This design comes from an exercise in tuning for small area, a short achievable clock period and few clock cycles per item on the open sky130 flow, not from production work.
Function was checked by simulation only, so behaviour that the tests miss may differ from the original.
Power figures rest on the tool's default switching activity, not on a simulated workload.

## main
==> flow/design.v (excerpt) <==
module task_priority_queue
#(
	parameter int QUEUE_DEPTH = 16
) (
	input  wire logic        clk,
	input  wire logic        arst_n,
	input  wire logic        req_valid,
	output      logic        req_ready,
	input  wire logic        req_operation,
	input  wire logic [7:0]  req_priority_req,
	input  wire logic [15:0] req_arrive_tick,
	input  wire logic [15:0] req_run_cycles,
	input  wire logic [7:0]  req_owner_tag,
	output      logic        rsp_valid,
	input  wire logic        rsp_ready,
	output      logic [1:0]  rsp_status,
	output      logic        rsp_task_valid,
	output      logic [7:0]  rsp_out_priority,
	output      logic [15:0] rsp_out_arrive_tick,
	output      logic [15:0] rsp_out_run_cycles,
	output      logic [7:0]  rsp_out_owner_tag,
	output      logic [4:0]  rsp_occupancy
);
Size in the first run: about 3200 cells after synthesis, about 0.045 sq mm of cells after synthesis.
Settings: LEC_CHECK=0, CAP_MARGIN=20, CORE_MARGIN=2, CORE_UTILIZATION=55, CTS_CLUSTER_DIAMETER=90, CTS_CLUSTER_SIZE=22, SETUP_SLACK_MARGIN=1.5, SLEW_MARGIN=20, SYNTH_HIERARCHICAL=1, SYNTH_MINIMUM_KEEP_SIZE=0; clock period 3.7 ns.
run.sh (not shown) runs the stock make flow with config.mk's settings and CLKGATE_MAP_FILE= SYNTH_SCRIPT=/design/flow/synth_recipe.tcl, a recipe that flattens the netlist after the stock synthesis.
Testbench counts of main, summed over its fixed seeds: cycles 12,016, items 12,000.
Changes in the feature branch relative to main:
Settings: CORE_UTILIZATION now 40, was 55.
[summary]
- Width of the die ends up higher on the feature branch.
- Highest-delay cell along the critical path = o211ai_1: the feature branch; highest-delay cell along the critical path = a21oi_1: main
- The feature branch vs. main: worst-path maximum fanout decreased by 2 relative to the old numbers; net switching fraction of the power decreased by 0.26 points relative to the old numbers; cell-internal power decreased by 0.20 mW relative to the old numbers; post-route total power decreased by 0.40 mW relative to the old numbers; setup skew after layout closely matched the old numbers.
- Comparing main and the feature branch, the lower average vias per placed instance is on the feature branch.

---

task_priority_queue, a different RTL version from the one above (not shown whole).
Size in the first run: about 3300 cells after synthesis, ~1000 flip-flops, ~110 I/O pins.
make LEC_CHECK=0 CAP_MARGIN=20 CORE_MARGIN=2 CORE_UTILIZATION=40 SETUP_SLACK_MARGIN=1.4 SLEW_MARGIN=20 SYNTH_HIERARCHICAL=1 SYNTH_MINIMUM_KEEP_SIZE=0 finish   # period 3.7 ns
The baseline completed with no timing, DRC or antenna violations.
Testbench counts at the start, summed over its fixed seeds: cycles 12,016, items 12,000.
Next try:
--- a/flow/config.mk
+++ b/flow/config.mk
@@ -10,3 +10,3 @@
 export CORE_UTILIZATION = 40
-export SETUP_SLACK_MARGIN = 1.4
+export SETUP_SLACK_MARGIN = 1.0
 export SLEW_MARGIN = 20
Maximum frequency came out lower by 4.2%.
Worst setup slack gets worse by 0.12 ns.
Routed wire length decreases by 5.3%.
Total power is lower by 4.3%.
Next try:
--- a/flow/config.mk
+++ b/flow/config.mk
@@ -10,2 +10,3 @@
 export CORE_UTILIZATION = 40
+export CTS_BUF_LIST = sky130_fd_sc_hd__clkbuf_4 sky130_fd_sc_hd__clkbuf_8
 export SETUP_SLACK_MARGIN = 1.0
Result: The changed run passed the timing, DRC and antenna checks. Die area stays the same. Non-clock buffer count goes down by 1. Sequential cell count stays the same. Synthesized cell count stays the same. Cell count rises by 1.9%. First-iteration DRC count went up by 3.3%. Core utilization fell by 0.37 points. Worst setup slack is better by 0.019 ns. Clock power came out lower by about 10%.

---

Another version of the RTL of task_priority_queue (not shown whole).
For scale: about 44000 sq um of cells after synthesis.
==> flow/config.mk <==
export PLATFORM = sky130hd
export DESIGN_NAME = task_priority_queue
export DESIGN_NICKNAME = task_priority_queue
export VERILOG_FILES = /design/flow/design.v
export SDC_FILE = /design/flow/constraint.sdc
export NUM_CORES = 4
export LEC_CHECK = 0
export CAP_MARGIN = 20
export CORE_MARGIN = 2
export CORE_UTILIZATION = 40
export CTS_CLUSTER_DIAMETER = 90
export CTS_CLUSTER_SIZE = 22
export SETUP_SLACK_MARGIN = 1.4
export SLEW_MARGIN = 20
export SYNTH_HIERARCHICAL = 1
export SYNTH_MINIMUM_KEEP_SIZE = 0
==> flow/constraint.sdc <==
create_clock -name core_clock -period 3.7 [get_ports {clk}]
set_input_delay 0.7400 -clock core_clock [delete_from_list [all_inputs] [get_ports {clk}]]
set_output_delay 0.7400 -clock core_clock [all_outputs]
set_load 0.01 [all_outputs]
Testbench counts at the start, summed over its fixed seeds: cycles 12,016, items 12,000.
Change:
SETUP_SLACK_MARGIN = 1.5   (was 1.4)
Result:
- The new run completed without violations
- utilization goes up by 0.38 points
- wire length rises slightly
- final area increases slightly
- first-iteration DRC count went up by a few percent
- clock power rose slightly
- critical path depth decreases by 1
- worst setup slack gets better by 100 ps
- total power went up slightly
- maximum frequency goes up by a few percent
- worst hold slack is worse by 11 ps

---

== old ==
The RTL this note starts from:
==> flow/design.v <==
`default_nettype none
package tpq_pkg;
	typedef enum logic {
		OP_ENQ = 1'b0,
		OP_DEQ = 1'b1
	} op_t;
	typedef enum logic [1:0] {
		ST_OK    = 2'd0,
		ST_FULL  = 2'd1,
		ST_EMPTY = 2'd2
	} status_t;
	typedef struct packed {
		logic [7:0]  prio;
		logic [15:0] arrival;
		logic [15:0] service;
		logic [7:0]  dev;
	} entry_t;
	typedef struct packed {
		logic enq;
		logic deq;
	} ctrl_t;
endpackage
`default_nettype wire
`default_nettype none
module tpq_cell (
	input  wire logic            clk,
	input  wire logic            we,
	input  wire tpq_pkg::entry_t new_entry,
	input  wire logic [23:0]     new_key_x,  
	input  wire logic            valid,
	input  wire logic            enq,
	output tpq_pkg::entry_t      slot_q,
	output logic                 ahead
);
	tpq_cmp u_cmp (
		.sp    (slot_q.prio),
		.sa    (slot_q.arrival),
		.xp    (new_key_x[23:16]),
		.xa    (new_key_x[15:0]),
		.en    (valid),
		.force1(!enq),
		.gt    (ahead)
	);
	always_ff @(posedge clk) begin
		if (we) begin
			slot_q <= new_entry;
		end
	end
endmodule
module tpq_cmp (
	input  wire logic [7:0]  sp,
	input  wire logic [15:0] sa,
	input  wire logic [7:0]  xp,
	input  wire logic [15:0] xa,
	input  wire logic        en,
	input  wire logic        force1,
	output logic             gt
);
	logic [23:0] g0, p0;
	logic [11:0] g1, p1;
	logic [5:0]  g2, p2;
	logic [2:0]  g3, p3;
	assign g0 = {sp & xp, ~(sa | xa)};
	assign p0 = {sp | xp, ~(sa & xa)};
	always_comb begin
		for (int k = 0; k < 12; k++) begin
			g1[k] = g0[2*k+1] | (p0[2*k+1] & g0[2*k]);
			p1[k] = p0[2*k+1] & p0[2*k];
		end
		for (int k = 0; k < 6; k++) begin
			g2[k] = g1[2*k+1] | (p1[2*k+1] & g1[2*k]);
			p2[k] = p1[2*k+1] & p1[2*k];
		end
		for (int k = 0; k < 3; k++) begin
			g3[k] = g2[2*k+1] | (p2[2*k+1] & g2[2*k]);
			p3[k] = p2[2*k+1] & p2[2*k];
		end
	end
	assign gt = force1 | (en & (g3[2] | (p3[2] & (g3[1] | (p3[1] & g3[0])))));
endmodule
module tpq_head (
	input  wire logic [15:0]          valid,
	input  wire logic [15:0][15:0]    bef,         
	input  wire logic [15:0]          pend,        
	input  wire logic [15:0]          pend_ahead,  
	output logic      [15:0]          head
);
	localparam int N = 16;
	logic [N-1:0] skip;       
	logic         pend_best;  
	assign skip      = ~valid | pend;
	assign pend_best = !(|pend_ahead);
	always_comb begin
		for (int i = 0; i < N; i++) begin
			head[i] = valid[i];
			for (int j = 0; j < N; j++) begin
				if (j < i) head[i] = head[i] && (skip[j] || !bef[j][i]);
				if (j > i) head[i] = head[i] && (skip[j] || bef[i][j]);
			end
			if (pend[i]) begin
				head[i] = valid[i] && pend_best;
			end else begin
				head[i] = head[i] && pend_ahead[i];
			end
		end
	end
endmodule
`default_nettype wire
`default_nettype none
module task_priority_queue
#(
	parameter int QUEUE_DEPTH = 16
) (
	input  wire logic        clk,
	input  wire logic        arst_n,
	input  wire logic        req_valid,
	output      logic        req_ready,
	input  wire logic        req_operation,
	input  wire logic [7:0]  req_priority_req,
	input  wire logic [15:0] req_arrive_tick,
	input  wire logic [15:0] req_run_cycles,
	input  wire logic [7:0]  req_owner_tag,
	output      logic        rsp_valid,
	input  wire logic        rsp_ready,
	output      logic [1:0]  rsp_status,
	output      logic        rsp_task_valid,
	output      logic [7:0]  rsp_out_priority,
	output      logic [15:0] rsp_out_arrive_tick,
	output      logic [15:0] rsp_out_run_cycles,
	output      logic [7:0]  rsp_out_owner_tag,
	output      logic [4:0]  rsp_occupancy
);
	localparam int N  = QUEUE_DEPTH;
	localparam int CW = $clog2(QUEUE_DEPTH + 1);
	logic [CW-1:0]   count_q;
	logic [N-1:0]    valid_q;
	logic [N-1:0]    alloc_q;      
	logic            alloc_sel_q;  
	logic [N-1:0]    alloc;        
	logic [N*48-1:0] slot_v;       
	logic [N-1:0]    ahead;        
	logic [N-1:0][N-1:0] bef_q;    
	logic [N-1:0]    head;         
	logic [N-1:0]    we;
	logic [N-1:0]    valid_next;
	logic [N-1:0]    alloc_next;
	logic [N-1:0]    pend_n_q;       
	logic [N-1:0]    pend_q;
	logic [N-1:0]    pend_ahead_q;   
	logic            res_v_q;
	tpq_pkg::status_t res_status_q;
	logic            res_tvalid_q;
	logic [CW-1:0]   res_occ_q;
	logic [N-1:0]    res_sel_q;    
	logic            ovalid_q;
	tpq_pkg::status_t status_q;
	logic            tvalid_q;
	logic [CW-1:0]   occ_q;
	tpq_pkg::entry_t oentry_q;
	tpq_pkg::entry_t sel_entry;
	logic            adv, fire, is_full, is_empty, enq, deq;
	logic [CW-1:0]   count_next;
	tpq_pkg::entry_t new_entry;
	logic [23:0]     new_key_x;
	assign adv       = !ovalid_q || rsp_ready;
	assign req_ready = !res_v_q || adv;
	assign fire      = req_valid && req_ready;
	assign is_full   = count_q[CW-1];
	assign is_empty  = (count_q == '0);
	assign enq       = fire && (tpq_pkg::op_t'(req_operation) == tpq_pkg::OP_ENQ) && !is_full;
	assign deq       = fire && (tpq_pkg::op_t'(req_operation) == tpq_pkg::OP_DEQ) && !is_empty;
	assign new_entry.prio    = req_priority_req;
	assign new_entry.arrival = req_arrive_tick;
	assign new_entry.service = req_run_cycles;
	assign new_entry.dev     = req_owner_tag;
	assign new_key_x = ~{req_priority_req, req_arrive_tick};
	assign alloc = alloc_sel_q ? res_sel_q : alloc_q;
	assign we    = enq ? alloc : '0;
	for (genvar i = 0; i < N; i++) begin : g_cell
		tpq_cell u_cell (
			.clk       (clk),
			.we        (we[i]),
			.new_entry (new_entry),
			.new_key_x (new_key_x),
			.valid     (valid_q[i]),
			.enq       (enq),
			.slot_q    (slot_v[i*48 +: 48]),
			.ahead     (ahead[i])
		);
	end
	tpq_head u_head (
		.valid      (valid_q),
		.bef        (bef_q),
		.pend       (pend_q),
		.pend_ahead (pend_ahead_q),
		.head       (head)
	);
	always_comb begin
		valid_next = valid_q;
		count_next = count_q;
		if (enq) begin
			valid_next = valid_q | alloc;
			count_next = count_q + CW'(1);
		end else if (deq) begin
			valid_next = valid_q & ~head;
			count_next = count_q - CW'(1);
		end
	end
	logic [N-1:0] alloc_enq;
	always_comb begin
		logic seen;
		seen = 1'b0;
		for (int i = 0; i < N; i++) begin
			alloc_enq[i] = !(valid_q[i] || alloc[i]) && !seen;
			seen = seen || !(valid_q[i] || alloc[i]);
		end
	end
	assign alloc_next = enq ? alloc_enq : alloc;
	always_ff @(posedge clk) begin
		for (int i = 0; i < N; i++) begin
			for (int j = i + 1; j < N; j++) begin
				if (pend_q[i] || pend_q[j]) begin
					bef_q[i][j] <= pend_q[i] ? !pend_ahead_q[j] : pend_ahead_q[i];
				end
			end
		end
	end
	always_ff @(posedge clk) begin
		pend_ahead_q <= ahead;
		pend_n_q     <= enq ? ~alloc : '1;
	end
	assign pend_q = ~pend_n_q;
	always_ff @(posedge clk or negedge arst_n) begin
		if (!arst_n) begin
			count_q  <= '0;
			valid_q  <= '0;
			alloc_q  <= N'(1);
			alloc_sel_q <= 1'b0;
			res_v_q  <= 1'b0;
			ovalid_q <= 1'b0;
		end else begin
			count_q  <= count_next;
			valid_q  <= valid_next;
			alloc_q  <= alloc_next;
			alloc_sel_q <= deq && is_full;
			if (fire) begin
				res_v_q <= 1'b1;
			end else if (adv) begin
				res_v_q <= 1'b0;
			end
			if (adv) begin
				ovalid_q <= res_v_q;
			end
		end
	end
	always_ff @(posedge clk) begin
		if (fire) begin
			res_tvalid_q <= deq;
			res_sel_q    <= deq ? head : '0;
			res_occ_q    <= count_next;
			if (enq || deq) begin
				res_status_q <= tpq_pkg::ST_OK;
			end else if (tpq_pkg::op_t'(req_operation) == tpq_pkg::OP_ENQ) begin
				res_status_q <= tpq_pkg::ST_FULL;
			end else begin
				res_status_q <= tpq_pkg::ST_EMPTY;
			end
		end
	end
	always_comb begin
		sel_entry = '0;
		for (int i = 0; i < N; i++) begin
			sel_entry = sel_entry | (slot_v[i*48 +: 48] & {48{res_sel_q[i]}});
		end
	end
	always_ff @(posedge clk) begin
		if (adv && res_v_q) begin
			status_q <= res_status_q;
			tvalid_q <= res_tvalid_q;
			occ_q    <= res_occ_q;
			oentry_q <= sel_entry;
		end
	end
	assign rsp_valid           = ovalid_q;
	assign rsp_status          = status_q;
	assign rsp_task_valid      = tvalid_q;
	assign rsp_out_priority    = oentry_q.prio;
	assign rsp_out_arrive_tick = oentry_q.arrival;
	assign rsp_out_run_cycles  = oentry_q.service;
	assign rsp_out_owner_tag   = oentry_q.dev;
	assign rsp_occupancy       = occ_q;
endmodule
`default_nettype wire
clock: 3.7 ns
lec_check: 0
cap_margin: 20
core_margin: 2
core_utilization: 40
cts_cluster_diameter: 90
cts_cluster_size: 22
setup_slack_margin: 1.7
slew_margin: 20
synth_hierarchical: 1
synth_minimum_keep_size: 0
Testbench counts of old, summed over its fixed seeds: cycles 12,016, items 12,000.
Changes in new relative to old:
Settings: swapping 40 for 50 in CORE_UTILIZATION.
Results
Compared with old, in new die area decreased 22000 µm²; maximum frequency shrank by about 1.1%; static power due to leakage shows an increase of about 1.2%.
From old to new the numbers moved as follows: power now sits higher, buffering stage count on the worst path with inverters included dropped 5.
Power per cell area (new vs. old) increases slightly
Per the comparison of new with old, clock-pin transition on the worst setup and hold timing paths closely matched the old numbers, detailed-placement wirelength estimate increased by 3900 µm relative to the old numbers.

[port drivers added, routing unchanged]
Ports are ideal in the flow. The routed layouts listed here were re-timed in OpenROAD.
Step 1 sets driving cells, clkbuf_16 on the clock port and buf_2 on the other inputs (assumed; they add their load-dependent delay and slew).
Step 2 also shifts input and output timing later by t, the mid clock arrival at the registers, as if the neighbouring blocks saw the same clock.
Slacks: ideal / step 1 / step 2; pairs: ideal / step 1.
| run | t, ns | slack for setup (ns) | hold WS [ns] | latest minus earliest clock arrival (ns) |
|---|---|---|---|---|
| main | 0.743 | 1.352 / 1.379 / 0.636 | 0.120 / 0.088 / 0.427 | 0.063 / 0.062 |
| the feature branch | 0.752 | 1.399 / 1.399 / 0.745 | 0.116 / 0.070 / 0.429 | 0.065 / 0.065 |
| the first run of note 2 | 0.779 | 1.060 / 1.050 / 0.270 | 0.168 / 0.127 / 0.418 | 0.091 / 0.091 |
| the second run of note 2 | 0.794 | 0.943 / 0.943 / 0.218 | 0.155 / 0.107 / 0.419 | 0.107 / 0.107 |
| the third run of note 2 | 0.925 | 0.962 / 0.954 / 0.029 | 0.378 / 0.352 / 0.421 | 0.056 / 0.056 |
| the first run of note 3 | 0.774 | 1.282 / 1.332 / 0.558 | 0.058 / 0.011 / 0.429 | 0.053 / 0.052 |
| the second run of note 3 | 0.763 | 1.384 / 1.381 / 0.663 | 0.047 / 0.003 / 0.388 | 0.059 / 0.060 |
| old | 0.780 | 1.580 / 1.513 / 0.857 | 0.018 / -0.033 / 0.410 | 0.065 / 0.065 |
| new | 0.756 | 1.557 / 1.536 / 0.947 | 0.054 / 0.004 / 0.430 | 0.036 / 0.036 |
After both steps every run listed still meets setup and hold. The setup slack of the third run of note 2, which loses most, moves by -0.008 ns with the drivers and by -0.933 ns with both steps.
